Optimization exercise on an open flow, not production practice.
RTL: at most simulated, not proved equivalent.
Power: default activity.

--- flow/config.mk ---
export PLATFORM = sky130hd
export DESIGN_NAME = branch_predictor
export DESIGN_NICKNAME = branch_predictor
export VERILOG_FILES = /design/flow/design.v
export SDC_FILE = /design/flow/constraint.sdc
export NUM_CORES = 4
export LEC_CHECK = 0
export CAP_MARGIN = 20
export CORE_MARGIN = 2
export CORE_UTILIZATION = 58
export CTS_BUF_LIST = sky130_fd_sc_hd__clkbuf_8 sky130_fd_sc_hd__clkbuf_16
export CTS_CLUSTER_DIAMETER = 60
export CTS_CLUSTER_SIZE = 28
export SETUP_SLACK_MARGIN = 2.2
export SLEW_MARGIN = 20
export SYNTH_HIERARCHICAL = 1
export SYNTH_MINIMUM_KEEP_SIZE = 0
--- flow/constraint.sdc ---
create_clock -name core_clock -period 7.0 [get_ports {clk}]
set_input_delay 1.4000 -clock core_clock [delete_from_list [all_inputs] [get_ports {clk}]]
set_output_delay 1.4000 -clock core_clock [all_outputs]
set_load 0.01 [all_outputs]
--- flow/design.v ---
module bp_nand4 (input logic a, b, c, d, output logic y);
  assign y = ~(a & b & c & d);
endmodule
module bp_nand3 (input logic a, b, c, output logic y);
  assign y = ~(a & b & c);
endmodule
module bp_nand2 (input logic a, b, output logic y);
  assign y = ~(a & b);
endmodule
module bp_nor3 (input logic a, b, c, output logic y);
  assign y = ~(a | b | c);
endmodule
module bp_nor2 (input logic a, b, output logic y);
  assign y = ~(a | b);
endmodule
module bp_inv (input logic a, output logic y);
  assign y = ~a;
endmodule
module bp_xnor2 (input logic a, b, output logic y);
  assign y = ~(a ^ b);
endmodule
module bp_a32oi (input logic a1, a2, a3, b1, b2, output logic y);
  assign y = ~((a1 & a2 & a3) | (b1 & b2));
endmodule
module bp_dec (
  input  logic [4:0]  idx,
  output logic [31:0] sel
);
  logic [4:0] idx_n;
  logic [3:0] lo_n;
  logic [7:0] hi_n;
  for (genvar i = 0; i < 5; i++) begin : g_inv
    bp_inv u_iv (.a(idx[i]), .y(idx_n[i]));
  end
  for (genvar i = 0; i < 4; i++) begin : g_lo
    bp_nand2 u_nd (.a(i[0] ? idx[0] : idx_n[0]), .b(i[1] ? idx[1] : idx_n[1]), .y(lo_n[i]));
  end
  for (genvar i = 0; i < 8; i++) begin : g_hi
    bp_nand3 u_nd (.a(i[0] ? idx[2] : idx_n[2]), .b(i[1] ? idx[3] : idx_n[3]),
                   .c(i[2] ? idx[4] : idx_n[4]), .y(hi_n[i]));
  end
  for (genvar k = 0; k < 32; k++) begin : g_sel
    bp_nor2 u_nr (.a(lo_n[k % 4]), .b(hi_n[k / 4]), .y(sel[k]));
  end
endmodule
module bp_rd8 (
  input  logic [7:0] sel,
  input  logic [7:0] d,
  output logic       y
);
  assign y = |(sel & d);
endmodule
module bp_rdbit2_n (
  input  logic [31:0] sel,
  input  logic [31:0] d,
  output logic [1:0]  y_n
);
  logic [3:0] g;
  for (genvar i = 0; i < 4; i++) begin : g_rd
    bp_rd8 u_rd (.sel(sel[8*i +: 8]), .d(d[8*i +: 8]), .y(g[i]));
  end
  bp_nor2 u_nr0 (.a(g[0]), .b(g[1]), .y(y_n[0]));
  bp_nor2 u_nr1 (.a(g[2]), .b(g[3]), .y(y_n[1]));
endmodule
module bp_rdbit (
  input  logic [31:0] sel,
  input  logic [31:0] d,
  output logic        y
);
  logic [1:0] h_n;
  bp_rdbit2_n u_rd (.sel(sel), .d(d), .y_n(h_n));
  bp_nand2    u_nd (.a(h_n[0]), .b(h_n[1]), .y(y));
endmodule
module bp_match_n (
  input  logic [24:0] tag,
  input  logic [24:0] pc_tag,
  input  logic        valid,
  input  logic        ctr1,
  input  logic        sel,
  output logic        m_n
);
  logic [26:0] eq;
  logic [8:0]  l1_n;
  logic [2:0]  l2;
  for (genvar b = 0; b < 25; b++) begin : g_eq
    bp_xnor2 u_eq (.a(tag[b]), .b(pc_tag[b]), .y(eq[b]));
  end
  assign eq[25] = valid;
  assign eq[26] = ctr1;
  for (genvar i = 0; i < 9; i++) begin : g_l1
    bp_nand3 u_nd (.a(eq[3*i]), .b(eq[3*i+1]), .c(eq[3*i+2]), .y(l1_n[i]));
  end
  for (genvar i = 0; i < 3; i++) begin : g_l2
    bp_nor3 u_nr (.a(l1_n[3*i]), .b(l1_n[3*i+1]), .c(l1_n[3*i+2]), .y(l2[i]));
  end
  bp_nand4 u_m (.a(l2[0]), .b(l2[1]), .c(l2[2]), .d(sel), .y(m_n));
endmodule
module bp_inc_n (
  input  logic [31:0] pc,
  output logic [31:0] y_n
);
  assign y_n = ~{pc[31:2] + 30'd1, pc[1:0]};
endmodule
module branch_predictor (
  input  logic        clk,
  input  logic        reset,
  input  logic [31:0] if_pc,
  output logic        pred_taken,
  output logic [31:0] pred_next_pc,
  input  logic        ex_valid,
  input  logic        ex_is_branch,
  input  logic        ex_is_jump,
  input  logic [31:0] ex_pc,
  input  logic [31:0] ex_target,
  input  logic        ex_taken
);
  logic        valid_r  [32];
  logic [24:0] tag_r    [32];
  logic [31:0] target_r [32];
  logic [1:0]  ctr_r    [32];
  logic [31:0] sel_a_s, sel_b_s, m_n_s;
  logic [31:0] col_tgt_s [32];
  logic [1:0]  tgt_h_n_s [32];
  logic [31:0] inc_n_s;
  logic [7:0]  or8_s;
  logic [3:0]  or16_n_s;
  logic [1:0]  or32_s;
  logic [3:0]  pt_n_s, pt_s;
  always_comb
    for (int k = 0; k < 32; k++)
      for (int b = 0; b < 32; b++) col_tgt_s[b][k] = target_r[k][b];
  bp_dec u_dec_a (.idx(if_pc[6:2]), .sel(sel_a_s));
  bp_dec u_dec_b (.idx(if_pc[6:2]), .sel(sel_b_s));
  for (genvar k = 0; k < 32; k++) begin : g_ent
    bp_match_n u_m (.tag(tag_r[k]), .pc_tag(if_pc[31:7]), .valid(valid_r[k]),
                    .ctr1(ctr_r[k][1]), .sel(sel_a_s[k]), .m_n(m_n_s[k]));
  end
  for (genvar i = 0; i < 8; i++) begin : g_or8
    bp_nand4 u_nd (.a(m_n_s[4*i]), .b(m_n_s[4*i+1]), .c(m_n_s[4*i+2]), .d(m_n_s[4*i+3]),
                   .y(or8_s[i]));
  end
  for (genvar i = 0; i < 4; i++) begin : g_or16
    bp_nor2 u_nr (.a(or8_s[2*i]), .b(or8_s[2*i+1]), .y(or16_n_s[i]));
  end
  for (genvar i = 0; i < 2; i++) begin : g_or32
    bp_nand2 u_nd (.a(or16_n_s[2*i]), .b(or16_n_s[2*i+1]), .y(or32_s[i]));
  end
  for (genvar i = 0; i < 4; i++) begin : g_pt
    bp_nor2  u_nr (.a(or32_s[0]), .b(or32_s[1]), .y(pt_n_s[i]));
    bp_nand4 u_nd (.a(or16_n_s[0]), .b(or16_n_s[1]), .c(or16_n_s[2]), .d(or16_n_s[3]),
                   .y(pt_s[i]));
  end
  assign pred_taken = pt_s[0];
  bp_inc_n u_inc (.pc(if_pc), .y_n(inc_n_s));
  for (genvar b = 0; b < 32; b++) begin : g_tgt
    bp_rdbit2_n u_rd  (.sel(sel_b_s), .d(col_tgt_s[b]), .y_n(tgt_h_n_s[b]));
    bp_a32oi    u_out (.a1(pt_s[b / 8]), .a2(tgt_h_n_s[b][0]), .a3(tgt_h_n_s[b][1]),
                       .b1(pt_n_s[b / 8]), .b2(inc_n_s[b]), .y(pred_next_pc[b]));
  end
  logic [31:0] ex_sel_s;
  logic [31:0] col_tag_s [25];
  logic [31:0] col_val_s, col_c0_s, col_c1_s;
  logic [24:0] ex_tag_rd_s;
  logic [26:0] ex_eq_s;
  logic [8:0]  ex_l1_n_s;
  logic [2:0]  ex_l2_s;
  logic [1:0]  ex_ctr_s, ctr_nxt_s;
  logic        ex_hit_n_s, ex_hit_s, upd_s, taken_s;
  always_comb
    for (int k = 0; k < 32; k++) begin
      for (int b = 0; b < 25; b++) col_tag_s[b][k] = tag_r[k][b];
      col_val_s[k] = valid_r[k];
      col_c0_s[k]  = ctr_r[k][0];
      col_c1_s[k]  = ctr_r[k][1];
    end
  bp_dec u_dec_ex (.idx(ex_pc[6:2]), .sel(ex_sel_s));
  for (genvar b = 0; b < 25; b++) begin : g_ex_tag
    bp_rdbit u_rd (.sel(ex_sel_s), .d(col_tag_s[b]), .y(ex_tag_rd_s[b]));
    bp_xnor2 u_eq (.a(ex_tag_rd_s[b]), .b(ex_pc[7+b]), .y(ex_eq_s[b]));
  end
  bp_rdbit u_rd_val (.sel(ex_sel_s), .d(col_val_s), .y(ex_eq_s[25]));
  assign ex_eq_s[26] = 1'b1;
  bp_rdbit u_rd_c0 (.sel(ex_sel_s), .d(col_c0_s), .y(ex_ctr_s[0]));
  bp_rdbit u_rd_c1 (.sel(ex_sel_s), .d(col_c1_s), .y(ex_ctr_s[1]));
  for (genvar i = 0; i < 8; i++) begin : g_ex_l1
    bp_nand3 u_nd (.a(ex_eq_s[3*i]), .b(ex_eq_s[3*i+1]), .c(ex_eq_s[3*i+2]), .y(ex_l1_n_s[i]));
  end
  bp_nand2 u_ex_l1_8 (.a(ex_eq_s[24]), .b(ex_eq_s[25]), .y(ex_l1_n_s[8]));
  for (genvar i = 0; i < 3; i++) begin : g_ex_l2
    bp_nor3 u_nr (.a(ex_l1_n_s[3*i]), .b(ex_l1_n_s[3*i+1]), .c(ex_l1_n_s[3*i+2]), .y(ex_l2_s[i]));
  end
  bp_nand3 u_ex_hit (.a(ex_l2_s[0]), .b(ex_l2_s[1]), .c(ex_l2_s[2]), .y(ex_hit_n_s));
  assign ex_hit_s = ~ex_hit_n_s;
  always_comb begin
    upd_s    = ex_valid && (ex_is_branch || ex_is_jump);
    taken_s  = ex_is_jump || ex_taken;
    if (ex_is_jump)
      ctr_nxt_s = 2'b11;
    else if (!ex_hit_s)
      ctr_nxt_s = 2'b10;
    else if (taken_s)
      ctr_nxt_s = (ex_ctr_s == 2'b11) ? 2'b11 : ex_ctr_s + 2'b01;
    else
      ctr_nxt_s = (ex_ctr_s == 2'b00) ? 2'b00 : ex_ctr_s - 2'b01;
  end
  always_ff @(posedge clk) begin
    if (reset) begin
      for (int i = 0; i < 32; i++) valid_r[i] <= 1'b0;
    end else if (upd_s && taken_s) begin
      valid_r[ex_pc[6:2]] <= 1'b1;
    end
  end
  always_ff @(posedge clk) begin
    if (upd_s && taken_s)
      tag_r[ex_pc[6:2]] <= ex_pc[31:7];
  end
  always_ff @(posedge clk) begin
    if (upd_s && (taken_s || ex_hit_s)) begin
      target_r[ex_pc[6:2]] <= ex_target;
      ctr_r[ex_pc[6:2]]    <= ctr_nxt_s;
    end
  end
endmodule
--- flow/run.sh ---
#!/bin/bash
# synth_recipe.tcl (not shown) runs the flow's synth.tcl, then flattens the netlist and writes it again
# the make line also repeats each setting of config.mk as NAME=value (left out here)
make -C /OpenROAD-flow-scripts/flow DESIGN_CONFIG=/design/flow/config.mk WORK_HOME=/design/flow/orfs CLKGATE_MAP_FILE= SYNTH_SCRIPT=/design/flow/synth_recipe.tcl finish
==> impl_metrics.tcl, run 1 <==
set metrics [dict create \
    clockRootBuffer "clkbuf_16" \
    fp.dieH_um 373 \
    finClkSkew_ns 0.0379 \
    status "timing/DRC/antenna clean" \
    final_antenna_net_count 0 \
    synth-seq-area-share 0.724 \
    fin_ws_ns 1.82 \
    boundaryPins 135 \
    clk_latency_ns 0.81 \
    gp_congestion 0.918 \
    worst_pin_slew_ns 0.946 \
    required_ns 5.60 \
    cts_buffers 137 \
    drt-wirelength-per-cell_um 33.2 \
    initial_utilization 0.584 \
    period_share 0.739 \
    maxSlewViolCount 0 \
    regToRegStartpoint "tag_r[26][11]" \
    antenna_found_initial 10 \
    first_iter_violations 6609 \
    power.leakage_nw 29.4 \
    setup-tns-final_ns 0 \
    slew-limit-headroom 0.364 \
    max_cap_viol_count 0 \
    max_freq_ghz 0.193 \
    dpl.hpwl_mm 150 \
    grt_pass1_wl_mm 348 \
    cts_tree "yes" \
    final_nets 5853 \
    cp-startpoint "if_pc[19]" \
    holdWs_ns 0.484 \
    syn_nets 5115 \
    grt_pass1_vias 50184 \
    placed_area_um2 86600 \
    core_um2 135000 \
    worstHoldPathType "reg2reg" \
    overflow 0 \
    ctsLongestPathBuffers 3 \
    yosys_warnings 12 \
    start_kind "input port" \
    num_vias 51413 \
    area_growth_pct 22.1 \
    ctsHoldBuffers 0 \
    regToRegSetupSlack_ns 3.24 \
    drive_above_1_share 0.218 \
    synth_seq_cells 1920 \
    async_flop_share 0 \
    critPathMaxFanout 8 \
    arrival_ns 3.78 \
    p_total_mw 23.0 \
    ys_types 44 \
    ir_worst_vdd_mv 0.249 \
    syn_avg_cell_area_um2 15.8 \
    viasPerCell 6.73 \
    antenna_cells 0 \
    drt-total-wl_mm 254 \
    rsz0062_at_grt "yes" \
    setup_viol 0 \
    crit_path_end_kind "output pin" \
    htree_levels 4 \
    die_width_um 373 \
    synth_top_flop_cell "edfxtp_1" \
    grt_use_total 0.348 \
    pre_cts_ws_ns 0.368 \
    finalCriticalPeriod_ns 5.18 \
    num_rows 135 \
    numClockSinks 1920 \
    drc 0 \
    worstSetupPathType "in2out" \
    synth_edf_count 1888 \
    power_density_nw_per_um2 238 \
    syn_area_um2 79100 \
    clk_pin_slew_ns 0.07 \
    min_from "valid_r[20]" \
    grt_start_max_net_pins 41 \
    postSynthCellCount 5012 \
    final_area_um2 96600 \
    hold_viol 0 \
    die_area_um2 139000 \
    io_buffers 132 \
    drt_first_pass_iters 6 \
]
[cells in the final DEF (no fill, tap or decap), drive strengths merged, types with 35 or more instances in the layout]
master	synthesis	layout
nand2	66	66
a22oi	960	960
edfxtp	1888	1888
xnor2	833	833
clkinv	0	35
nor3	120	120
clkbuf	11	168
nand4	297	297
nor2	261	283
inv	53	97
clkdlybuf4s50	0	45
nand3	338	338
buf	10	523
[routing by layer]
metal | track usage | wire length, um
met4 | 0.177 | 14300
met2 | 0.582 | 124000
met3 | 0.0612 | 21900
met1 | 0.440 | 93700
met5 | 0 | 211
[cell usage after synthesis (all sizes together) (8+ instances only)]
cell type	instances	area share
dfxtp	32	0.0081
o22ai	32	0.0025
a32oi	32	0.0035
nor3	120	0.014
edfxtp	1888	0.72
nand3	338	0.021
xnor2	833	0.092
inv	53	0.0025
clkbuf	11	0.00054
nor2	261	0.012
nand2	66	0.0031
nor4	8	0.00071
nand4	297	0.024
buf	10	0.00070
a22oi	960	0.091
xor2	20	0.0022
[flip-flops by register name, indices dropped and copies added, names as in the netlist]
| signal | cells |
|---|---|
| target_r | 1024 |
| ctr_r | 64 |
| tag_r | 800 |
| valid_r | 32 |
[critical path, stage by stage]
cell and delay (ns):
buf_16 0.14, buf_16 0.17, xnor2_1 0.22, nand3_1 0.18, nor3_4 0.29, nand4_1 0.14
nand4_1 0.17, nor2_4 0.11, buf_12 0.14, nand2_8 0.09, nor2_4 0.04, buf_4 0.15
a32oi_4 0.22, buf_6 0.16, buf_6 0.10
[modules after synthesis, one instance, submodules excluded, excerpt]
module / flip-flops and latches / times used / cells
bp_nor2: 0 / 224 / 1
bp_inc_n: 0 / 1 / 85
bp_inv: 0 / 15 / 1
bp_xnor2: 0 / 825 / 1
bp_nand3: 0 / 321 / 1
branch_predictor: 1920 / 1 / 2124
bp_rd8: 0 / 240 / 5
bp_nor3: 0 / 99 / 1
bp_nand4: 0 / 44 / 1
bp_a32oi: 0 / 32 / 1
bp_nand2: 0 / 43 / 1
[final timing paths]
kind / depth (start not counted) / endpoint
setup / recovery: 15 / pred_next_pc[18]
setup reg to reg: 16 / target_r[15][1]
hold / removal: 2 / valid_r[20]
hold reg to reg: 2 / valid_r[20]
[metrics by stage]
stage	std cells	util
detailed placement	7178	0.639
CTS	7566	0.702
global placement	7178	0.639
floorplan	5012	-
global route	7636	0.713
finish	7636	0.713
[power by group]
group	leakage, nW	switching (mW)	internal, mW
logic	9.81	1.09	0.630
registers	17.3	0.0411	12.7
clock network	2.33	4.30	4.20
total	29.4	5.43	17.5
[layout make-up]
type                            instances  area [um^2]
Multi-Input combinational cell       3040        24600
Inverter                               53          228
Fill cell                            8788        38900
Sequential cell                      1920        57300
Tap cell                             1781         2230
Clock inverter                        101         1160
Timing Repair Buffer                  598         7520
Clock buffer                          143         3580
[kinds of logic (layout without fill, tap and decap cells)]
logic type,count (synthesis),in the layout,share of synthesized area
XOR/XNOR,853,853,0.0944
flip-flops,1920,1920,0.724
adder cells (fa/ha/maj),3,3,0.000411
buffers and inverters,74,895,0.00375
AO/OA/AOI/OAI,1027,1027,0.0974
AND/OR/NAND/NOR,1135,1157,0.0796
[what timing repair did]
action,4_1_cts,5_1_grt
gates cloned,41,30
setup buffers,103,40
endpoints found under the setup margin,1185,1110
gates resized for setup,624,141
pin swaps,155,85
==> inputs of run 2 (changes only) <==
--- a/flow/config.mk
+++ b/flow/config.mk
@@ -9,6 +9,7 @@
 export CORE_MARGIN = 2
-export CORE_UTILIZATION = 58
-export CTS_BUF_LIST = sky130_fd_sc_hd__clkbuf_8 sky130_fd_sc_hd__clkbuf_16
-export CTS_CLUSTER_DIAMETER = 60
-export CTS_CLUSTER_SIZE = 28
+export CORE_UTILIZATION = 65
+export CTS_BUF_LIST = sky130_fd_sc_hd__clkbuf_8
+export CTS_CLUSTER_DIAMETER = 45
+export CTS_CLUSTER_SIZE = 18
+export GPL_ROUTABILITY_DRIVEN = 0
 export SETUP_SLACK_MARGIN = 2.2
==> run 2 against run 1 <==
  * Still clean on timing, DRC and antenna
  * Die area is 11% lower
  * Sequential cell count stayed put
  * Clock power is 14% lower
  * Core utilization is 7.3 points higher
  * Synthesized cell count stayed put
  * Largest power group unchanged
  * Highest routed layer unchanged
==> impl_metrics.tcl, run 2 <==
set metrics [dict create \
    cts_buffers 169 \
    numClockSinks 1920 \
    fp.dieH_um 353 \
    rsz0062_at_grt "yes" \
    cts_tree "yes" \
    multi_input_area_um2 24600 \
    viasPerCell 7.07 \
    grt_pass1_vias 50140 \
    finClkSkew_ns 0.0413 \
    initial_utilization 0.653 \
    p_total_mw 21.9 \
    power.leakage_nw 29.1 \
    synth.most_common_cell "edfxtp_1" \
    die_area_um2 125000 \
    final_cells 7520 \
    core_um2 121000 \
    grt_use_met2 0.563 \
    status "timing/DRC/antenna clean" \
    slowest_delay_ns 0.31 \
    ys_types 44 \
    yosys_warnings 12 \
    use_met3 0.148 \
    num_vias 53147 \
    final_nets 5858 \
    power_density_nw_per_um2 230 \
    arrival_ns 3.77 \
    drive_above_1_share 0.226 \
    die_width_um 353 \
    fin_ws_ns 1.83 \
    syn_nets 5115 \
    critPathMaxFanout 8 \
    drt_first_pass_iters 7 \
    boundaryPins 135 \
    htree_levels 4 \
    mostFrequentLayoutCells "edfxtp_1, a22oi_1, xnor2_1" \
    crit_slowest_cell "nor2_4" \
    synth-seq-area-share 0.724 \
    nFillCells 6887 \
    path_common_cell "nand4_1" \
    clk_pin_slew_ns 0.10 \
    overflow 0 \
    max_cap_viol_count 0 \
    worstHoldPathType "reg2reg" \
    crit_path_end_kind "output pin" \
    clk_latency_ns 0.95 \
    synth_area_leaders "edfxtp_1, xnor2_1, a22oi_1" \
    io_buffers 132 \
    yosys.area.top_type "edfxtp_1" \
    first_iter_violations 8735 \
    final_antenna_net_count 0 \
    synth_common_cells "edfxtp_1, a22oi_1, xnor2_1" \
    final_common_cell "edfxtp_1" \
    use_met1 0.613 \
    finalCriticalPeriod_ns 5.17 \
    ctsLongestPathBuffers 3 \
    dp.cells 6994 \
    area_growth_pct 20.5 \
    grt.busiest_layer "met1" \
    worstSetupPathType "in2out" \
    path_buf_inv 5 \
    drt-total-wl_mm 260 \
    setup-tns-final_ns 0 \
    clockRootBuffer "clkbuf_8" \
    hold_viol 0 \
    pre_cts_ws_ns 0.361 \
    syn_area_um2 79100 \
    num_rows 128 \
    ir_worst_vdd_mv 0.273 \
    drc 0 \
    max_freq_ghz 0.193 \
    crit_family "simple AND/OR/NAND/NOR gates" \
    crit_path_cell_trace "buf_2 -> inv_1 -> nand3_1 -> nor2_1 -> nand4_1 -> nand4_1 -> nor2_4 -> nand4_1 -> buf_6 -> a32oi_2 -> buf_4 -> buf_6" \
    drt-wirelength-per-cell_um 34.6 \
    dpl.hpwl_mm 145 \
    synth_edf_count 1888 \
    syn_avg_cell_area_um2 15.8 \
    antenna_found_initial 14 \
    grt_pass1_wl_mm 360 \
    period_share 0.739 \
    slew-limit-headroom 0.231 \
    required_ns 5.60 \
    final_util 0.786 \
    synth_top_flop_cell "edfxtp_1" \
    maxSlewViolCount 0 \
    seqCellArea_um2 57300 \
    start_kind "input port" \
    yosysTopAreaCellShare 0.716 \
    postSynthCellCount 5012 \
    grt_use_total 0.411 \
    async_flop_share 0 \
    synth_seq_cells 1920 \
    setup_viol 0 \
    worst_pin_slew_ns 1.15 \
    largest_reg_flops 1024 \
    grt_start_max_net_pins 41 \
]
run 2: changes by cell type in the layout (fill, tap and decap cells not counted), moves of 10 or more:
cell and change:
clkinvlp_4 +11, clkbuf_16 -163, xnor2_1 -39, nor3_4 -10, a32oi_1 +10, buf_6 -20
xnor2_2 +42, bufinv_16 +15, clkbuf_8 +178, buf_16 +25, buf_4 -17
run 2: metal layers:
metal	vias to the layer above	routed length, um
li1	21865	-
met1	26550	95200
met2	4119	108000
met3	595	45600
met4	18	10400
met5	-	425
run 2: final timing paths:
check | from | depth (start not counted) | slack (ns) | to
max | if_pc[4] | 12 | 1.83 | pred_next_pc[31]
min | valid_r[20] | 2 | 0.49 | valid_r[20]
min reg2reg | valid_r[20] | 2 | 0.49 | valid_r[20]
max reg2reg | tag_r[2][17] | 15 | 3.22 | target_r[13][30]
run 2: worst register-to-register path: stages (launching register included):
cell and delay [ns]:
edfxtp_1 0.41, a22oi_1 0.21, nand4_1 0.29, nor2_4 0.28, nand2_1 0.14, xnor2_2 0.20, nand3_2 0.21, nor3_4 0.32
nand3_2 0.17, nand2b_1 0.16, a21oi_4 0.13, buf_8 0.20, nor4b_4 0.25, buf_4 0.20, buf_4 0.13, buf_12 0.16
run 2: per-stage QoR:
stage | hold slack, ns | instance area (um^2)
after detailed placement | 0.471 | 86100
after global routing | 0.501 | 95300
after CTS | 0.482 | 94700
final | 0.488 | 95300
after floorplan | 0.453 | 80000
after global placement | 0.464 | 86100
run 2: layout make-up:
class | count | area share
timing repair buffer | 564 | 0.0763
clock inverter | 125 | 0.0147
sequential | 1920 | 0.601
multi-input combinational | 3047 | 0.258
clock buffer | 178 | 0.0257
inverter | 53 | 0.00236
antenna | 8 | 0.000210
tap | 1625 | 0.0213
run 2: kinds of logic after synthesis:
kind of cell	Yosys count	synth area share
compound gates	1027	0.0974
xor+xnor	853	0.0944
fa+ha+maj	3	0.000411
buf+inv	74	0.00375
flops	1920	0.724
simple gates	1135	0.0796
run 2: modules after synthesis, one instance, submodules excluded, excerpt:
module	flops+latches	area, um^2	copies in the design
bp_a32oi	0	8.76	32
bp_inc_n	0	594	1
bp_inv	0	3.75	15
bp_nand2	0	3.75	43
bp_nand3	0	5.00	321
bp_nand4	0	6.26	44
bp_nor2	0	3.75	224
bp_nor3	0	10.0	99
bp_rd8	0	36.3	240
bp_xnor2	0	8.76	825
branch_predictor	1920	58400	1
run 2: report_power, final:
part	internal, mW	switching, mW
sequential	12.7	0.0419
clock	3.31	3.98
combinational	0.664	1.21
total	16.7	5.23
run 2: what timing repair did:
action | in CTS | in global routing
buffers inserted | 88 | 31
hold buffers | 0 | 0
cloned | 88 | 8
endpoints found under the setup margin | 1157 | 1122
resized for setup | 649 | 76
pin swaps | 211 | 65
==> inputs of run 3 (changes only) <==
--- a/flow/config.mk
+++ b/flow/config.mk
@@ -9,3 +9,3 @@
 export CORE_MARGIN = 2
-export CORE_UTILIZATION = 65
+export CORE_UTILIZATION = 68
 export CTS_BUF_LIST = sky130_fd_sc_hd__clkbuf_8
@@ -13,3 +13,2 @@
 export CTS_CLUSTER_SIZE = 18
-export GPL_ROUTABILITY_DRIVEN = 0
 export SETUP_SLACK_MARGIN = 2.2
==> run 3 against run 2 <==
  * Still clean on timing, DRC and antenna
  * Via count is 1.4% higher
  * Final cell count is 0.93% lower
  * Synthesized cell count stayed put
  * Critical path depth is 2 higher
  * Largest cell class unchanged
==> impl_metrics.tcl, run 3 <==
set metrics [dict create \
    max_freq_ghz 0.191 \
    drt_first_pass_iters 9 \
    finalCriticalPeriod_ns 5.25 \
    core_um2 116000 \
    ys_types 44 \
    synth_top_flop_cell "edfxtp_1" \
    pre_cts_ws_ns 0.136 \
    viasPerCell 7.24 \
    worst_pin_slew_ns 1.25 \
    numClockSinks 1920 \
    ctsHoldBuffers 0 \
    worstHoldPathType "reg2reg" \
    crit_path_end_kind "output pin" \
    num_rows 125 \
    postSynthCellCount 5012 \
    cts_buffers 175 \
    crit_family "simple AND/OR/NAND/NOR gates" \
    max_cap_viol_count 0 \
    grt_start_max_net_pins 41 \
    required_ns 5.60 \
    mostFrequentLayoutCells "edfxtp_1, a22oi_1, xnor2_1" \
    syn_nets 5115 \
    synth_edf_count 1888 \
    arrival_ns 3.85 \
    initial_utilization 0.684 \
    cts_tree "yes" \
    synth.most_common_cell "edfxtp_1" \
    path_buf_inv 6 \
    crit_path_cell_trace "buf_8 -> buf_16 -> xnor2_1 -> nand3_1 -> nor3_2 -> nand4_1 -> nand4_1 -> nor2_2 -> buf_6 -> nand4_1 -> buf_6 -> a32oi_2 -> buf_4 -> buf_6" \
    synth_area_leaders "edfxtp_1, xnor2_1, a22oi_1" \
    gp_congestion 0.930 \
    dpl.hpwl_mm 145 \
    overflow 0 \
    grt_pass1_wl_mm 361 \
    drt-wirelength-per-cell_um 34.7 \
    syn_avg_cell_area_um2 15.8 \
    status "timing/DRC/antenna clean" \
    grt_use_total 0.429 \
    finClkSkew_ns 0.0426 \
    htree_levels 4 \
    crit_slowest_cell "nor3_2" \
    slowest_delay_ns 0.33 \
    num_vias 53902 \
    synth_common_cells "edfxtp_1, a22oi_1, xnor2_1" \
    power.leakage_nw 28.9 \
    critPathMaxFanout 16 \
    die_area_um2 119000 \
    antenna_found_initial 9 \
    async_flop_share 0 \
    maxSlewViolCount 0 \
    worstSetupPathType "in2out" \
    clockRootBuffer "clkbuf_8" \
    first_iter_violations 9179 \
    setup-tns-final_ns 0 \
    drive_above_1_share 0.221 \
    ir_worst_vdd_mv 0.270 \
    multi_input_area_um2 24300 \
    slew-limit-headroom 0.166 \
    grt_pass1_vias 51789 \
    synth-seq-area-share 0.724 \
    synth_seq_cells 1920 \
    yosys_warnings 12 \
    hold_viol 0 \
    fin_ws_ns 1.75 \
    period_share 0.750 \
    start_kind "input port" \
    clk_pin_slew_ns 0.08 \
    fp.dieH_um 345 \
    final_common_cell "edfxtp_1" \
    ctsLongestPathBuffers 3 \
    drt-total-wl_mm 258 \
    boundaryPins 135 \
    setup_viol 0 \
    io_buffers 132 \
    final_nets 5881 \
    seqCellArea_um2 57300 \
    yosysTopAreaCellShare 0.716 \
    final_antenna_net_count 0 \
    largest_reg_flops 1024 \
    power_density_nw_per_um2 230 \
    die_width_um 345 \
    area_growth_pct 19.9 \
    yosys.area.top_type "edfxtp_1" \
    syn_area_um2 79100 \
    clk_latency_ns 0.97 \
    nFillCells 5852 \
    drc 0 \
    rsz0062_at_grt "yes" \
]
-- run 3: layout make-up --
| class | count | area share |
|---|---|---|
| clock inverter | 140 | 0.0141 |
| multi-input combinational | 3039 | 0.256 |
| antenna | 5 | 0.000132 |
| timing repair buffer | 589 | 0.0775 |
| inverter | 53 | 0.00241 |
| sequential | 1920 | 0.604 |
| clock buffer | 180 | 0.0261 |
| tap | 1524 | 0.0201 |
-- run 3: path summary, 6_finish.rpt --
path | from | to | slack, ns | cells after the start
max reg2reg | tag_r[0][9] | target_r[14][6] | 3.16 | 14
min reg2reg | valid_r[22] | valid_r[22] | 0.48 | 2
max | if_pc[31] | pred_next_pc[30] | 1.75 | 14
min | valid_r[22] | valid_r[22] | 0.48 | 2
-- run 3: what timing repair did --
item                       in CTS  in global routing
setup endpoints to repair    1185               1071
cloned                         77                  2
resized for setup             599                 84
hold endpoints to repair        0                  0
buffers inserted              115                 26
pin swaps                     171                 54
-- run 3: modules after synthesis, one instance, submodules excluded, a selection --
module / times used / flip-flops and latches / cells inside
branch_predictor: 1 / 1920 / 2124
bp_inc_n: 1 / 0 / 85
bp_rd8: 240 / 0 / 5
bp_nor3: 99 / 0 / 1
bp_a32oi: 32 / 0 / 1
bp_xnor2: 825 / 0 / 1
bp_nand4: 44 / 0 / 1
bp_nand3: 321 / 0 / 1
bp_inv: 15 / 0 / 1
bp_nand2: 43 / 0 / 1
bp_nor2: 224 / 0 / 1
-- run 3: metal layers --
layer,global-route usage,vias up,part of all wire
met5,0,-,0.00090
met4,0.161,16,0.041
met3,0.170,735,0.19
met2,0.595,4791,0.42
met1,0.619,26448,0.35
li1,-,21912,-
-- run 3: worst min-delay path, delay by kind of cell (launching register included) --
| family | cells | cell delay, ns |
|---|---|---|
| AOI/OAI and AO/OA | 1 | 0.06 |
| buffers and inverters | 1 | 0.05 |
| DFF | 1 | 0.33 |
-- run 3: cell families (layout without fill, tap and decap cells) --
kind of cell    count (synthesis)  count (layout)  synth area share
other cells                     0               5                 0
compound gates               1027            1027            0.0974
xor+xnor                      853             853            0.0944
buf+inv                        74             962           0.00375
flops                        1920            1920             0.724
simple gates                 1135            1156            0.0796
fa+ha+maj                       3               3          0.000411
-- run 3: metrics by stage --
stage | power [mW] | hold slack, ns | area, um^2 | utilization | instances
after CTS | 21.6 | 0.482 | 94400 | 0.816 | 7417
after floorplan | 13.6 | 0.453 | 80000 | - | 5012
after global placement | 14.3 | 0.462 | 85900 | 0.743 | 6904
final | 21.8 | 0.483 | 94900 | 0.820 | 7450
after global routing | 22.2 | 0.502 | 94900 | 0.820 | 7449
after detailed placement | 14.4 | 0.470 | 86000 | 0.743 | 6905
-- run 3: where the power goes --
| part | internal, mW | switching (mW) | leakage (nW) |
|---|---|---|---|
| sequential | 12.7 | 0.0424 | 17.3 |
| clock | 3.03 | 4.17 | 1.95 |
| combinational | 0.641 | 1.20 | 9.60 |
| total | 16.4 | 5.41 | 28.9 |
==> inputs of run 4 (changes only) <==
--- a/flow/config.mk
+++ b/flow/config.mk
@@ -9,3 +9,3 @@
 export CORE_MARGIN = 2
-export CORE_UTILIZATION = 68
+export CORE_UTILIZATION = 65
 export CTS_BUF_LIST = sky130_fd_sc_hd__clkbuf_8
@@ -17 +17,2 @@
 export SYNTH_MINIMUM_KEEP_SIZE = 0
+export TNS_END_PERCENT = 0
==> run 4 against run 3 <==
  * Maximum frequency rose by 1.3%
  * Final cell count rose by 0.82%
  * Sequential power barely moved
  * Total power rose by 1.4%
  * Largest cell class unchanged
  * Sequential cell count did not move
  * Sequential share of layout area rose by 0.46 points
  * Highest routed layer unchanged
  * Clock-buffer cell count rose by 2
  * Largest power group unchanged
  * Still clean on timing, DRC and antenna
  * Critical path type unchanged
  * Worst hold slack improved by 0.0055 ns
==> impl_metrics.tcl, run 4 <==
set metrics [dict create \
    status "timing/DRC/antenna clean" \
    maxSlewViolCount 0 \
    grt_pass1_wl_mm 342 \
    fp.dieH_um 353 \
    ctsHoldBuffers 0 \
    slowest_delay_ns 0.46 \
    worst_pin_slew_ns 1.18 \
    setup_viol 0 \
    synth_edf_count 1888 \
    postSynthCellCount 5012 \
    grt_start_max_net_pins 41 \
    drt_first_pass_iters 8 \
    htree_levels 4 \
    power_density_nw_per_um2 235 \
    multi_input_area_um2 23900 \
    syn_area_um2 79100 \
    power.leakage_nw 28.6 \
    start_kind "input port" \
    slew-limit-headroom 0.209 \
    antenna_found_initial 14 \
    hold_viol 0 \
    required_ns 5.60 \
    dpl.hpwl_mm 149 \
    dp.cells 7034 \
    finClkSkew_ns 0.0382 \
    nFillCells 7060 \
    max_freq_ghz 0.193 \
    final_common_cell "edfxtp_1" \
    ctsLongestPathBuffers 3 \
    num_vias 52315 \
    drt-total-wl_mm 251 \
    initial_utilization 0.653 \
    rsz0062_at_grt "yes" \
    gp_congestion 0.925 \
    numClockSinks 1920 \
    final_nets 5836 \
    setup-tns-final_ns 0 \
    synth_common_cells "edfxtp_1, a22oi_1, xnor2_1" \
    num_rows 128 \
    worstSetupPathType "in2out" \
    crit_slowest_cell "nor2_1" \
    cts_buffers 178 \
    critPathMaxFanout 25 \
    crit_family "buffers and inverters" \
    synth_seq_cells 1920 \
    core_um2 121000 \
    arrival_ns 3.78 \
    area_growth_pct 19.0 \
    yosysTopAreaCellShare 0.716 \
    yosys.area.top_type "edfxtp_1" \
    yosys_warnings 12 \
    cts_tree "yes" \
    max_cap_viol_count 0 \
    syn_nets 5115 \
    final_antenna_net_count 0 \
    clk_latency_ns 0.97 \
    path_common_cell "buf_4" \
    overflow 0 \
    synth_top_flop_cell "edfxtp_1" \
    p_total_mw 22.1 \
    syn_avg_cell_area_um2 15.8 \
    ir_worst_vdd_mv 0.301 \
    boundaryPins 135 \
    path_buf_inv 6 \
    grt_use_total 0.386 \
    async_flop_share 0 \
    synth.most_common_cell "edfxtp_1" \
    synth_area_leaders "edfxtp_1, xnor2_1, a22oi_1" \
    final_cells 7511 \
    die_width_um 353 \
    ys_types 44 \
    largest_reg_flops 1024 \
    crit_path_end_kind "output pin" \
    clockRootBuffer "clkbuf_8" \
    viasPerCell 6.97 \
    synth-seq-area-share 0.724 \
    crit_path_cell_trace "buf_4 -> inv_1 -> nand2_1 -> buf_4 -> nor2_4 -> buf_4 -> a22oi_1 -> nand4_1 -> nor2_1 -> a32oi_2 -> buf_4 -> buf_6" \
    clk_pin_slew_ns 0.09 \
    finalCriticalPeriod_ns 5.18 \
    drive_above_1_share 0.211 \
    seqCellArea_um2 57300 \
    grt_pass1_vias 49540 \
    worstHoldPathType "reg2reg" \
    die_area_um2 125000 \
    first_iter_violations 8356 \
    drt-wirelength-per-cell_um 33.4 \
    io_buffers 132 \
    period_share 0.740 \
    mostFrequentLayoutCells "edfxtp_1, a22oi_1, xnor2_1" \
    drc 0 \
]
==> run 4: cell counts after synthesis <==
No cell type changed its count.
==> run 4: layout make-up <==
| cell class | instances | share of cell area |
|---|---|---|
| diodes | 5 | 0.000133 |
| clock buffers | 182 | 0.0266 |
| clock inverters | 146 | 0.0174 |
| inverters | 53 | 0.00243 |
| multi-input cells | 3024 | 0.254 |
| flip-flops and latches | 1920 | 0.609 |
| well taps | 1625 | 0.0216 |
| repair buffers | 556 | 0.0690 |
==> run 4: final timing paths <==
path,startpoint,to,slack [ns],cells after the start
max reg2reg,tag_r[27][16],target_r[27][16],3.04,14
max,if_pc[2],pred_next_pc[14],1.82,12
min reg2reg,valid_r[15],valid_r[15],0.49,2
min,valid_r[15],valid_r[15],0.49,2
==> run 4: through the flow <==
step	cell area (um^2)	hold slack (ns)	setup WS (ns)	utilization
2_1_floorplan	80000	0.453	2.04	-
3_3_place_gp	86200	0.464	0.514	0.711
3_5_place_dp	86200	0.470	0.452	0.711
5_1_grt	94200	0.503	1.79	0.777
4_1_cts	93100	0.485	1.95	0.768
6_report	94200	0.489	1.82	0.777
==> run 4: per-layer routing <==
metal,track usage,vias to the layer above,part of all wire
met1,0.576,26187,0.38
met3,0.126,488,0.17
li1,-,21778,-
met5,0,-,0.00092
met2,0.548,3850,0.42
met4,0.117,12,0.032
==> run 4: kinds of logic after synthesis <==
logic type	Yosys count	share of synthesized area
flip-flops	1920	0.724
AND/OR/NAND/NOR	1135	0.0796
AO/OA/AOI/OAI	1027	0.0974
XOR/XNOR	853	0.0944
buffers and inverters	74	0.00375
adder cells (fa/ha/maj)	3	0.000411
==> run 4: power by group <==
| group | switching (mW) | internal [mW] | leakage, nW | total (mW) |
|---|---|---|---|---|
| combinational | 1.14 | 0.610 | 9.17 | 1.75 |
| clock | 4.20 | 3.41 | 2.06 | 7.61 |
| sequential | 0.0410 | 12.7 | 17.3 | 12.7 |
==> run 4: per-module statistics from Yosys, one instance, submodules excluded, a selection <==
module | times used | flip-flops and latches | cells
bp_nor2 | 224 | 0 | 1
bp_nand2 | 43 | 0 | 1
bp_a32oi | 32 | 0 | 1
bp_nor3 | 99 | 0 | 1
branch_predictor | 1 | 1920 | 2124
bp_rd8 | 240 | 0 | 5
bp_nand4 | 44 | 0 | 1
bp_xnor2 | 825 | 0 | 1
bp_inc_n | 1 | 0 | 85
bp_nand3 | 321 | 0 | 1
bp_inv | 15 | 0 | 1
==> run 4: worst register-to-register path, delay by kind of cell, from the launching register on <==
| family | cells | cell delay [ns] |
|---|---|---|
| flip-flops | 1 | 0.48 |
| AND/OR/NAND/NOR | 8 | 1.88 |
| AO/OA/AOI/OAI | 2 | 0.35 |
| XOR/XNOR | 1 | 0.18 |
| buffers and inverters | 3 | 0.76 |
==> run 4: timing repair <==
action / CTS / global route
gates cloned: 31 / 23
gates resized for setup: 422 / 133
setup buffers: 68 / 22
pin swaps: 112 / 67
endpoints found under the setup margin: 1185 / 1185
==> inputs of run 5 (changes only) <==
--- a/flow/config.mk
+++ b/flow/config.mk
@@ -17,2 +17 @@
 export SYNTH_MINIMUM_KEEP_SIZE = 0
-export TNS_END_PERCENT = 0
==> run 5 against run 4 <==
  * Clock-buffer cell count decreased by 4
  * Wire length increased by 0.10%
  * Sequential cell count unchanged
  * Total power decreased by 2.1%
  * Worst setup slack improved by 0.046 ns
  * Die area unchanged
  * Maximum frequency increased by 0.89%
  * Worst hold slack got worse by 0.0027 ns
  * First-iteration DRC count increased by 1.1%
  * Register-to-register slack improved by 0.09 ns
  * Critical path type unchanged
  * Largest power group unchanged
  * Highest routed layer unchanged
==> impl_metrics.tcl, run 5 <==
set metrics [dict create \
    gp_congestion 0.966 \
    drt-total-wl_mm 251 \
    use_met3 0.127 \
    ctsHoldBuffers 0 \
    grt_pass1_wl_mm 349 \
    synth_common_cells "edfxtp_1, a22oi_1, xnor2_1" \
    path_common_cell "nand4_1" \
    finClkSkew_ns 0.0468 \
    initial_utilization 0.653 \
    numClockSinks 1920 \
    grt_use_met2 0.555 \
    drt-wirelength-per-cell_um 33.5 \
    holdWs_ns 0.486 \
    area_growth_pct 18.8 \
    syn_avg_cell_area_um2 15.8 \
    synth.most_common_cell "edfxtp_1" \
    power.leakage_nw 28.3 \
    synth_area_leaders "edfxtp_1, xnor2_1, a22oi_1" \
    num_vias 51992 \
    setup_viol 0 \
    max_cap_viol_count 0 \
    overflow 0 \
    dpl.hpwl_mm 143 \
    hold_viol 0 \
    io_buffers 132 \
    crit_slowest_cell "nor2_4" \
    r2r-end "target_r[20][24]" \
    synth_seq_cells 1920 \
    synth_top_flop_cell "edfxtp_1" \
    die_area_um2 125000 \
    status "timing/DRC/antenna clean" \
    postSynthCellCount 5012 \
    arrival_ns 3.74 \
    r2r_cells 15 \
    clk_latency_ns 0.96 \
    maxSlewViolCount 0 \
    syn_area_um2 79100 \
    first_iter_violations 8451 \
    final_antenna_net_count 0 \
    num_rows 128 \
    crit_path_end_kind "output pin" \
    yosys_warnings 12 \
    worst_pin_slew_ns 0.936 \
    syn_nets 5115 \
    mostFrequentLayoutCells "edfxtp_1, a22oi_1, xnor2_1" \
    critPathMaxFanout 5 \
    max_freq_ghz 0.195 \
    drive_above_1_share 0.209 \
    yosys.area.top_type "edfxtp_1" \
    grt_start_max_net_pins 41 \
    ir_worst_vdd_mv 0.232 \
    regToRegSetupSlack_ns 3.13 \
    synth-seq-area-share 0.724 \
    drc 0 \
    fp.dieH_um 353 \
    cp-endpoint "pred_next_pc[11]" \
    synth_edf_count 1888 \
    ctsLongestPathBuffers 3 \
    cts_buffers 173 \
    boundaryPins 135 \
    regToRegStartpoint "tag_r[2][19]" \
    period_share 0.734 \
    slowest_delay_ns 0.31 \
    final_common_cell "edfxtp_1" \
    htree_levels 4 \
    clk_pin_slew_ns 0.09 \
    setup-tns-final_ns 0 \
    crit_path_cell_trace "buf_2 -> inv_1 -> nand3_2 -> nor2_1 -> nand4_1 -> nand4_1 -> nor2_4 -> nand4_1 -> buf_6 -> buf_12 -> a32oi_4 -> buf_2" \
    nFillCells 7087 \
    clockRootBuffer "clkbuf_8" \
    power_density_nw_per_um2 230 \
    largest_reg_flops 1024 \
    use_met1 0.594 \
    yosysTopAreaCellShare 0.716 \
    drt_first_pass_iters 6 \
    rsz0062_at_grt "yes" \
    finalCriticalPeriod_ns 5.14 \
    grt_use_total 0.397 \
    grt.busiest_layer "met1" \
    slew-limit-headroom 0.375 \
    antenna_found_initial 9 \
    ys_types 44 \
    viasPerCell 6.94 \
    grt_pass1_vias 49579 \
    cts_tree "yes" \
    start_kind "input port" \
    worstSetupPathType "in2out" \
    final_nets 5830 \
    cp-startpoint "if_pc[4]" \
    core_um2 121000 \
    worstHoldPathType "reg2reg" \
    async_flop_share 0 \
    die_width_um 353 \
    required_ns 5.60 \
]
run 5: cell count changes in the layout (fill, tap and decap cells not counted), moves of 9 or more:
cell       delta
xnor2_2      -16
nor2_1       -15
nor2_2       +17
inv_8         -9
buf_4        -55
nor2_4       +20
clkbuf_16    -13
buf_12       +30
xnor2_1      +22
buf_6        +14
run 5: worst min-delay path by stage:
stage                     start  depth (start not counted)           to  slack [ns]
floorplan           valid_r[12]                          2  valid_r[12]        0.45
global placement    valid_r[12]                          2  valid_r[12]        0.46
detailed placement  valid_r[17]                          2  valid_r[17]        0.47
CTS                 valid_r[12]                          2  valid_r[12]        0.49
global route        valid_r[15]                          2  valid_r[15]        0.51
finish              valid_r[22]                          2  valid_r[22]        0.49
run 5: cell families after synthesis:
group,Yosys count,share of synthesized area
compound gates,1027,0.0974
xor+xnor,853,0.0944
flops,1920,0.724
buf+inv,74,0.00375
simple gates,1135,0.0796
fa+ha+maj,3,0.000411
run 5: per-module statistics from Yosys, one instance, submodules excluded, excerpt:
module	times used	area [um^2]	cells
bp_a32oi	32	8.76	1
bp_inc_n	1	594	85
bp_inv	15	3.75	1
bp_nand2	43	3.75	1
bp_nand3	321	5.00	1
bp_nand4	44	6.26	1
bp_nor2	224	3.75	1
bp_nor3	99	10.0	1
bp_xnor2	825	8.76	1
run 5: timing repair:
action                     in CTS  in global routing
gates cloned                   63                 10
pin swaps                     139                 54
resized for setup             502                110
setup buffers                  79                 33
setup endpoints to repair    1153               1001
run 5: worst max-delay path, delay by kind of cell:
family / cells / cell delay [ns]
and+or+nand+nor: 6 / 1.05
buffers and inverters: 5 / 0.96
AOI/OAI and AO/OA: 1 / 0.30
run 5: power breakdown:
part	internal (mW)	switching [mW]	total, mW
clock network	3.09	4.04	7.13
logic	0.610	1.15	1.76
registers	12.7	0.0405	12.7
run 5: area by class of cell:
type,count,area (um^2),share of cell area
flip-flops and latches,1920,57300,0.610
well taps,1625,2030,0.0216
diodes,5,12.5,0.000133
inverters,53,225,0.00240
multi-input cells,3046,24000,0.255
repair buffers,533,6630,0.0705
clock inverters,135,1340,0.0143
clock buffers,178,2450,0.0261
run 5: routing by layer:
metal | wire length, um | up-vias
met5 | 44 | -
met4 | 9200 | 8
li1 | - | 21801
met2 | 105000 | 3891
met1 | 93900 | 25757
met3 | 42500 | 535
run 5: metrics by stage:
stage | worst slack [ns] | total power [mW] | util | std cells | instance area [um^2]
2_1_floorplan | 2.04 | 13.6 | - | 5012 | 80000
4_1_cts | 1.96 | 21.5 | 0.769 | 7445 | 93200
3_5_place_dp | 0.429 | 14.4 | 0.711 | 6990 | 86200
6_report | 1.86 | 21.6 | 0.776 | 7495 | 94000
3_3_place_gp | 0.490 | 14.4 | 0.711 | 6989 | 86200
5_1_grt | 1.87 | 22.1 | 0.776 | 7493 | 94000
==> inputs of run 6 (changes only) <==
--- a/flow/config.mk
+++ b/flow/config.mk
@@ -13,3 +13,3 @@
 export CTS_CLUSTER_SIZE = 18
-export SETUP_SLACK_MARGIN = 2.2
+export SETUP_SLACK_MARGIN = 2.4
 export SLEW_MARGIN = 20
@@ -17 +17,2 @@
 export SYNTH_MINIMUM_KEEP_SIZE = 0
+export TNS_END_PERCENT = 5
==> run 6 against run 5 <==
  * Still clean
  * Worst hold slack gained 0.0025 ns
  * Final cell count is 0.60% higher
  * Design area up 0.71%
  * First-iteration DRC count is 2.9% lower
  * Clock power grew 6.9%
  * Via count increased by 1.4%
  * Wire length increased by 1.1%
  * Synthesized cell count did not move
  * Sequential power about the same
  * Sequential share of layout area is 0.43 points lower
  * Critical path type unchanged
  * Largest power group unchanged
  * Highest routed layer unchanged
==> impl_metrics.tcl, run 6 <==
set metrics [dict create \
    regToRegSetupSlack_ns 3.28 \
    yosys.area.top_type "edfxtp_1" \
    largest_reg_flops 1024 \
    core_um2 121000 \
    cts_tree "yes" \
    max_cap_viol_count 0 \
    grt_use_total 0.388 \
    grt_pass1_wl_mm 343 \
    worst_pin_slew_ns 1.18 \
    synth.most_common_cell "edfxtp_1" \
    boundaryPins 135 \
    arrival_ns 3.81 \
    overflow 0 \
    die_area_um2 125000 \
    drt-total-wl_mm 254 \
    mostFrequentLayoutCells "edfxtp_1, a22oi_1, xnor2_1" \
    comb_power_share 0.081 \
    gp_congestion 0.925 \
    status "timing/DRC/antenna clean" \
    slew-limit-headroom 0.210 \
    critPathMaxFanout 14 \
    yosys_warnings 12 \
    drt-wirelength-per-cell_um 33.6 \
    finClkSkew_ns 0.0449 \
    switching_share 0.244 \
    grt_pass1_vias 49658 \
    num_rows 128 \
    syn_area_um2 79100 \
    synth-seq-area-share 0.724 \
    switchingPower_mw 5.42 \
    setup_viol 0 \
    internal_power_mw 16.7 \
    synth_area_leaders "edfxtp_1, xnor2_1, a22oi_1" \
    placed_area_um2 86200 \
    rsz0062_at_grt "yes" \
    drive_above_1_share 0.218 \
    maxSlewViolCount 0 \
    die_width_um 353 \
    postSynthCellCount 5012 \
    final_common_cell "edfxtp_1" \
    ys_types 44 \
    clk_pin_slew_ns 0.09 \
    finalCriticalPeriod_ns 5.21 \
    numClockSinks 1920 \
    start_kind "input port" \
    crit_path_end_kind "output pin" \
    final_antenna_net_count 0 \
    ir_worst_vdd_mv 0.302 \
    drc 0 \
    max_freq_ghz 0.192 \
    clockRootBuffer "clkbuf_8" \
    hold_viol 0 \
    ctsLongestPathBuffers 3 \
    clkPwrFrac 0.344 \
    setup-tns-final_ns 0 \
    syn_nets 5115 \
    final_area_um2 94700 \
    p_seq_frac 0.575 \
    async_flop_share 0 \
    fp.dieH_um 353 \
    initial_utilization 0.653 \
    grt_start_max_net_pins 41 \
    power_density_nw_per_um2 234 \
    htree_levels 4 \
    first_iter_violations 8206 \
    final_nets 5865 \
    syn_avg_cell_area_um2 15.8 \
    viasPerCell 6.99 \
    nFillCells 6974 \
    synth_seq_cells 1920 \
    drt_first_pass_iters 6 \
    synth_top_flop_cell "edfxtp_1" \
    area_growth_pct 19.7 \
    dpl.hpwl_mm 149 \
    antenna_found_initial 12 \
    cts_buffers 178 \
    worstSetupPathType "in2out" \
    period_share 0.745 \
    required_ns 5.60 \
    num_vias 52718 \
    power.leakage_nw 28.8 \
    synth_common_cells "edfxtp_1, a22oi_1, xnor2_1" \
    holdWs_ns 0.488 \
    clk_latency_ns 0.97 \
    synth_edf_count 1888 \
    worstHoldPathType "reg2reg" \
    yosysTopAreaCellShare 0.716 \
    io_buffers 132 \
]
==> run 6: cell counts after synthesis <==
No cell type changed its count.
==> run 6: power by group through the flow <==
stage	combinational [mW]	clock (mW)	sequential (mW)
4_1_cts	1.60	7.63	12.7
2_1_floorplan	0.613	0	13.0
3_5_place_dp	1.39	0	13.0
3_3_place_gp	1.37	0	13.0
5_1_grt	1.84	8.03	12.8
6_report	1.79	7.62	12.7
==> run 6: modules after synthesis (local to each module, per instance), a selection <==
| module | flip-flops and latches | cells inside | area (um^2) |
|---|---|---|---|
| bp_nor2 | 0 | 1 | 3.75 |
| bp_rd8 | 0 | 5 | 36.3 |
| branch_predictor | 1920 | 2124 | 58400 |
| bp_nand2 | 0 | 1 | 3.75 |
| bp_a32oi | 0 | 1 | 8.76 |
| bp_nand3 | 0 | 1 | 5.00 |
| bp_nand4 | 0 | 1 | 6.26 |
| bp_xnor2 | 0 | 1 | 8.76 |
| bp_inc_n | 0 | 85 | 594 |
| bp_nor3 | 0 | 1 | 10.0 |
| bp_inv | 0 | 1 | 3.75 |
==> run 6: stage by stage <==
stage	utilization	power (mW)	setup slack [ns]	std cells
after global routing	0.781	22.6	1.83	7537
after global placement	0.711	14.4	0.514	7034
final	0.781	22.2	1.79	7540
after CTS	0.770	22.0	1.95	7476
after floorplan	-	13.6	2.04	5012
after detailed placement	0.711	14.4	0.452	7034
==> run 6: worst paths after layout <==
path	startpoint	endpoint	cells after the start
max	if_pc[9]	pred_next_pc[15]	10
min	valid_r[15]	valid_r[15]	2
max reg2reg	tag_r[27][16]	target_r[7][31]	14
min reg2reg	valid_r[15]	valid_r[15]	2
==> run 6: logic make-up after synthesis <==
kind of cell | synth area share
compound gates | 0.0974
buf+inv | 0.00375
fa+ha+maj | 0.000411
simple gates | 0.0796
xor+xnor | 0.0944
flops | 0.724
==> run 6: critical path, cell delays in order <==
cell and delay [ns]:
buf_4 0.24, clkbuf_16 0.27, buf_4 0.19, nand3_1 0.13, nor3_1 0.60, nand4_1 0.19, xor2_1 0.40, a32oi_4 0.10
buf_6 0.16, buf_6 0.12
==> run 6: metal layers <==
metal | part of all wire | GRT usage | routed length [um]
met1 | 0.37 | 0.575 | 93900
met2 | 0.42 | 0.551 | 108000
met3 | 0.17 | 0.130 | 43900
met4 | 0.032 | 0.116 | 7990
met5 | 0.00028 | 0 | 71
==> run 6: cell type report <==
| class | count | area [um^2] | share of cell area |
|---|---|---|---|
| diodes | 5 | 12.5 | 0.000132 |
| clock buffers | 182 | 2500 | 0.0265 |
| clock inverters | 146 | 1640 | 0.0173 |
| inverters | 53 | 229 | 0.00242 |
| multi-input cells | 3030 | 24100 | 0.254 |
| flip-flops and latches | 1920 | 57300 | 0.605 |
| well taps | 1625 | 2030 | 0.0215 |
| repair buffers | 579 | 6860 | 0.0725 |
==> run 6: what timing repair did <==
item	CTS	global route
setup endpoints to repair	1185	1181
pin swaps	125	56
hold buffers	0	0
gates resized for setup	505	121
buffers inserted	82	26
gates cloned	32	33
==> inputs of run 7 (changes only) <==
--- a/flow/config.mk
+++ b/flow/config.mk
@@ -7,3 +7,3 @@
 export LEC_CHECK = 0
-export CAP_MARGIN = 20
+export CAP_MARGIN = 5
 export CORE_MARGIN = 2
@@ -13,6 +13,6 @@
 export CTS_CLUSTER_SIZE = 18
-export SETUP_SLACK_MARGIN = 2.4
-export SLEW_MARGIN = 20
+export SETUP_SLACK_MARGIN = 2.2
+export SLEW_MARGIN = 5
 export SYNTH_HIERARCHICAL = 1
 export SYNTH_MINIMUM_KEEP_SIZE = 0
-export TNS_END_PERCENT = 5
+export TNS_END_PERCENT = 20
==> run 7 against run 6 <==
  * Non-clock buffer count decreased by 59
  * Still clean
  * Register-to-register slack worse by 0.04 ns
  * Design area is 0.30% lower
  * Wire length shrank 1.1%
  * Worst hold slack got worse by 0.0014 ns
==> impl_metrics.tcl, run 7 <==
set metrics [dict create \
    crit_path_end_kind "output pin" \
    highest_layer "met5" \
    final_common_cell "edfxtp_1" \
    ctsLongestPathBuffers 3 \
    clk_pin_slew_ns 0.10 \
    final_area_um2 94400 \
    grt_start_max_net_pins 41 \
    syn_area_um2 79100 \
    placed_area_um2 86200 \
    yosys_warnings 12 \
    ir_worst_vdd_mv 0.242 \
    cts_tree "yes" \
    status "timing/DRC/antenna clean" \
    num_rows 128 \
    ys_types 44 \
    synth_area_leaders "edfxtp_1, xnor2_1, a22oi_1" \
    yosys.area.top_type "edfxtp_1" \
    overflow 0 \
    arrival_ns 3.75 \
    start_kind "input port" \
    hold_path_depth 2 \
    setup_viol 0 \
    finClkSkew_ns 0.0468 \
    power.leakage_nw 28.4 \
    wl_met2_mm 105 \
    mostFrequentLayoutCells "edfxtp_1, a22oi_1, xnor2_1" \
    cts_buffers 170 \
    drc 0 \
    first_iter_violations 8500 \
    max_freq_ghz 0.194 \
    dpl.hpwl_mm 143 \
    synth_common_cells "edfxtp_1, a22oi_1, xnor2_1" \
    hold_viol 0 \
    viasPerCell 6.98 \
    drt-wirelength-per-cell_um 33.5 \
    grt_pass1_vias 49272 \
    drt_first_pass_iters 6 \
    critPathMaxFanout 8 \
    fp.dieH_um 353 \
    num_vias 52273 \
    postSynthCellCount 5012 \
    maxSlewViolCount 0 \
    rsz0062_at_grt "yes" \
    synth-seq-area-share 0.724 \
    worstSetupPathType "in2out" \
    holdWs_ns 0.487 \
    period_share 0.736 \
    clockRootBuffer "clkbuf_8" \
    worst_pin_slew_ns 1.36 \
    synth.most_common_cell "edfxtp_1" \
    setup-tns-final_ns 0 \
    core_um2 121000 \
    max_cap_viol_count 0 \
    wl_met3_mm 40.8 \
    finalCriticalPeriod_ns 5.15 \
    initial_utilization 0.653 \
    worstHoldPathType "reg2reg" \
    slew-limit-headroom 0.0886 \
    final_antenna_net_count 0 \
    drive_above_1_share 0.209 \
    wl_met1_mm 95.6 \
    ctsHoldBuffers 0 \
    numClockSinks 1920 \
    nFillCells 7014 \
    r2r_cells 13 \
    syn_nets 5115 \
    yosysTopAreaCellShare 0.716 \
    area_growth_pct 19.3 \
    gp_congestion 0.966 \
    io_buffers 132 \
    power_density_nw_per_um2 232 \
    die_width_um 353 \
    grt_use_total 0.383 \
    syn_avg_cell_area_um2 15.8 \
    synth_top_flop_cell "edfxtp_1" \
    largest_reg_flops 1024 \
    clk_latency_ns 0.96 \
    synth_seq_cells 1920 \
    drt-total-wl_mm 251 \
    die_area_um2 125000 \
    final_nets 5820 \
    async_flop_share 0 \
    synth_edf_count 1888 \
    antenna_found_initial 8 \
    htree_levels 4 \
    grt_pass1_wl_mm 340 \
    required_ns 5.60 \
    boundaryPins 135 \
]
run 7: cell counts after synthesis:
No cell type changed its count.
run 7: cell type report:
class	count	area (um^2)	share of cell area
diodes	3	7.51	0.0000795
clock buffers	179	2460	0.0261
clock inverters	133	1490	0.0158
inverters	53	229	0.00243
multi-input cells	3052	24400	0.258
flip-flops and latches	1920	57300	0.607
well taps	1625	2030	0.0215
repair buffers	520	6480	0.0686
run 7: logic make-up (layout without fill, tap and decap cells):
family / after synthesis / count (layout) / share of synthesized area
DFF: 1920 / 1920 / 0.724
buffers and inverters: 74 / 885 / 0.00375
AOI/OAI and AO/OA: 1027 / 1027 / 0.0974
xor gates and xnor gates: 853 / 853 / 0.0944
adders and majority gates: 3 / 3 / 0.000411
other: 0 / 3 / 0
and+or+nand+nor: 1135 / 1169 / 0.0796
run 7: metrics by stage:
step	setup slack [ns]	util	total power, mW	instances
2_1_floorplan	2.04	-	13.6	5012
3_3_place_gp	0.490	0.711	14.4	6989
3_5_place_dp	0.424	0.711	14.4	6989
4_1_cts	1.93	0.765	21.7	7418
5_1_grt	1.82	0.779	22.4	7484
6_report	1.85	0.779	21.9	7485
run 7: worst max-delay path, stage by stage:
cell	delay (ns)
buf_4	0.22
clkinvlp_4	0.29
nand3_4	0.24
nor2_1	0.08
nand4_1	0.09
nand4_1	0.11
nor2_2	0.19
buf_6	0.22
nand4_1	0.20
buf_6	0.20
a32oi_4	0.29
buf_2	0.19
run 7: what timing repair did:
item,in CTS,in global routing
setup endpoints to repair,1153,953
cloned,43,35
buffers inserted,74,26
pin swaps,116,81
gates resized for setup,469,157
endpoints found under the hold margin,0,0
run 7: where the power goes:
part	switching, mW	leakage (nW)	internal (mW)
clock	4.03	2.02	3.38
sequential	0.0410	17.3	12.7
combinational	1.15	9.10	0.614
total	5.22	28.4	16.7
run 7: layer usage:
metal,vias up,GRT usage
met4,8,0.127
li1,21775,-
met1,26082,0.577
met2,3904,0.547
met5,-,0
met3,504,0.105
run 7: per-module statistics from Yosys (local to each module, per instance), a selection:
module	times used	cells inside	flops+latches	area, um^2
bp_nor3	99	1	0	10.0
bp_nand2	43	1	0	3.75
bp_a32oi	32	1	0	8.76
bp_xnor2	825	1	0	8.76
bp_inc_n	1	85	0	594
bp_nor2	224	1	0	3.75
bp_rd8	240	5	0	36.3
bp_nand3	321	1	0	5.00
bp_nand4	44	1	0	6.26
branch_predictor	1	2124	1920	58400
bp_inv	15	1	0	3.75
run 7: final timing paths:
| check | endpoint | slack (ns) | startpoint |
|---|---|---|---|
| hold reg to reg | valid_r[20] | 0.49 | valid_r[20] |
| setup / recovery | pred_next_pc[11] | 1.85 | if_pc[6] |
| hold / removal | valid_r[20] | 0.49 | valid_r[20] |
| setup reg to reg | target_r[25][24] | 3.24 | tag_r[3][16] |
==> inputs of run 8 (changes only) <==
--- a/flow/config.mk
+++ b/flow/config.mk
@@ -7,3 +7,3 @@
 export LEC_CHECK = 0
-export CAP_MARGIN = 5
+export CAP_MARGIN = 20
 export CORE_MARGIN = 2
@@ -14,3 +14,3 @@
 export SETUP_SLACK_MARGIN = 2.2
-export SLEW_MARGIN = 5
+export SLEW_MARGIN = 20
 export SYNTH_HIERARCHICAL = 1
==> run 8 against run 7 <==
  * Total power is 1.4% lower
  * Global-route usage is 1.4 points higher
  * Highest routed layer unchanged
  * Area after synthesis stayed put
  * Via count is 0.39% lower
  * Die area stayed put
  * Worst hold slack hardly changed
  * Clock-buffer cell count is 1 lower
  * Critical path type unchanged
  * Maximum frequency is 0.36% higher
  * Synthesized cell count stayed put
  * Register-to-register slack worse by 0.04 ns
  * Non-clock buffer count is 3 higher
  * Critical endpoint is now pred_next_pc[27]
==> impl_metrics.tcl, run 8 <==
set metrics [dict create \
    status "timing/DRC/antenna clean" \
    use_met1 0.594 \
    drive_above_1_share 0.207 \
    viasPerCell 6.96 \
    numClockSinks 1920 \
    syn_nets 5115 \
    first_iter_violations 8364 \
    initial_utilization 0.653 \
    r2r_cells 14 \
    overflow 0 \
    ctsLongestPathBuffers 3 \
    synth-seq-area-share 0.724 \
    core_um2 121000 \
    ctsHoldBuffers 0 \
    final_util 0.774 \
    worstSetupPathType "in2out" \
    die_area_um2 125000 \
    hold_path_depth 2 \
    cts_buffers 173 \
    r2r-end "target_r[23][17]" \
    drt-wirelength-per-cell_um 33.4 \
    mostFrequentLayoutCells "edfxtp_1, a22oi_1, xnor2_1" \
    path_buf_inv 6 \
    final_common_cell "edfxtp_1" \
    arrival_ns 3.73 \
    clockRootBuffer "clkbuf_8" \
    slew-limit-headroom 0.369 \
    ys_types 44 \
    io_buffers 132 \
    ir_worst_vdd_mv 0.230 \
    final_nets 5820 \
    yosysTopAreaCellShare 0.716 \
    power.leakage_nw 28.2 \
    syn_area_um2 79100 \
    slowest_delay_ns 0.28 \
    yosys_warnings 12 \
    drt_first_pass_iters 6 \
    max_cap_viol_count 0 \
    grt.busiest_layer "met1" \
    cts_tree "yes" \
    worst_pin_slew_ns 0.945 \
    holdWs_ns 0.487 \
    synth_common_cells "edfxtp_1, a22oi_1, xnor2_1" \
    fp.dieH_um 353 \
    drc 0 \
    synth_area_leaders "edfxtp_1, xnor2_1, a22oi_1" \
    setup_viol 0 \
    dpl.hpwl_mm 143 \
    start_kind "input port" \
    p_total_mw 21.6 \
    setup-tns-final_ns 0 \
    htree_levels 4 \
    finClkSkew_ns 0.0462 \
    largest_reg_flops 1024 \
    yosys.area.top_type "edfxtp_1" \
    grt_start_max_net_pins 41 \
    regToRegSetupSlack_ns 3.20 \
    synth.most_common_cell "edfxtp_1" \
    crit_family "buffers and inverters" \
    use_met3 0.127 \
    critPathMaxFanout 8 \
    num_vias 52070 \
    clk_pin_slew_ns 0.10 \
    min_from "valid_r[12]" \
    async_flop_share 0 \
    gp_congestion 0.966 \
    final_antenna_net_count 0 \
    hold_viol 0 \
    maxSlewViolCount 0 \
    postSynthCellCount 5012 \
    drt-total-wl_mm 250 \
    worstHoldPathType "reg2reg" \
    crit_slowest_cell "bufbuf_16" \
    grt_use_met2 0.555 \
    antenna_found_initial 9 \
    boundaryPins 135 \
    num_rows 128 \
    crit_path_cell_trace "buf_12 -> bufbuf_16 -> xnor2_2 -> nand3_2 -> nor3_4 -> nand4_1 -> nand4_1 -> nor2_2 -> buf_6 -> nand2_4 -> nor2_2 -> buf_6 -> a32oi_2 -> buf_4 -> buf_6" \
    rsz0062_at_grt "yes" \
    grt_use_total 0.397 \
    syn_avg_cell_area_um2 15.8 \
    synth_edf_count 1888 \
    die_width_um 353 \
    hold_end "valid_r[12]" \
    grt_pass1_vias 49579 \
    period_share 0.733 \
    grt_pass1_wl_mm 349 \
    synth_seq_cells 1920 \
    crit_path_end_kind "output pin" \
    regToRegStartpoint "tag_r[3][15]" \
    synth_top_flop_cell "edfxtp_1" \
    path_common_cell "buf_6" \
    clk_latency_ns 0.96 \
    power_density_nw_per_um2 230 \
    max_freq_ghz 0.195 \
    area_growth_pct 18.6 \
    finalCriticalPeriod_ns 5.13 \
    required_ns 5.60 \
]
run 8: final cells by class:
type	count	area, um^2
sequential	1920	57300
fill	7102	27400
multi-input combinational	3046	24000
timing repair buffer	523	6500
clock buffer	178	2450
tap	1625	2030
clock inverter	135	1340
inverter	53	225
antenna	5	12.5
run 8: worst max-delay path by stage:
stage                    from                to  slack [ns]  depth (start not counted)
finish              if_pc[22]  pred_next_pc[27]        1.87                         15
global route        if_pc[16]  pred_next_pc[27]        1.87                         15
CTS                 if_pc[22]  pred_next_pc[15]        1.96                         17
detailed placement   ex_pc[2]  target_r[27][26]        0.43                         17
global placement     ex_pc[3]  target_r[27][25]        0.49                         17
floorplan            ex_pc[4]      ctr_r[27][0]        2.04                         15
run 8: per-layer routing:
metal | vias to the layer above | share of wire | wire [um]
li1 | 21792 | - | -
met1 | 25894 | 0.38 | 93800
met2 | 3847 | 0.42 | 105000
met3 | 527 | 0.17 | 41700
met4 | 10 | 0.035 | 8840
met5 | - | 0.00027 | 67
run 8: kinds of logic after synthesis:
| family | share of synthesized area |
|---|---|
| AO/OA/AOI/OAI | 0.0974 |
| XOR/XNOR | 0.0944 |
| adder cells (fa/ha/maj) | 0.000411 |
| buffers and inverters | 0.00375 |
| flip-flops | 0.724 |
| AND/OR/NAND/NOR | 0.0796 |
run 8: Yosys stat by module, one instance, submodules excluded, a selection:
| module | cells | times used | cell area, um^2 | flops+latches |
|---|---|---|---|---|
| bp_xnor2 | 1 | 825 | 8.76 | 0 |
| bp_a32oi | 1 | 32 | 8.76 | 0 |
| bp_rd8 | 5 | 240 | 36.3 | 0 |
| bp_nand2 | 1 | 43 | 3.75 | 0 |
| bp_nand3 | 1 | 321 | 5.00 | 0 |
| bp_inc_n | 85 | 1 | 594 | 0 |
run 8: worst reg2reg max path, delay by kind of cell, from the launching register on:
kind / cells / cell delay [ns]
buf+inv: 3 / 0.67
flops: 1 / 0.45
xor+xnor: 1 / 0.18
simple gates: 8 / 1.75
compound gates: 2 / 0.38
run 8: repair_timing:
action,4_1_cts,5_1_grt
setup endpoints to repair,1153,1001
pin swaps,139,52
resized for setup,502,99
setup buffers,79,28
gates cloned,63,5
run 8: per-stage QoR:
step | setup WS (ns) | cells | area, um^2
6_report | 1.87 | 7485 | 93900
3_3_place_gp | 0.490 | 6989 | 86200
3_5_place_dp | 0.429 | 6990 | 86200
4_1_cts | 1.96 | 7445 | 93200
5_1_grt | 1.87 | 7483 | 93900
2_1_floorplan | 2.04 | 5012 | 80000
run 8: where the power goes:
| group | total [mW] | internal [mW] | switching, mW |
|---|---|---|---|
| combinational | 1.75 | 0.607 | 1.14 |
| clock | 7.13 | 3.09 | 4.04 |
| sequential | 12.7 | 12.7 | 0.0405 |
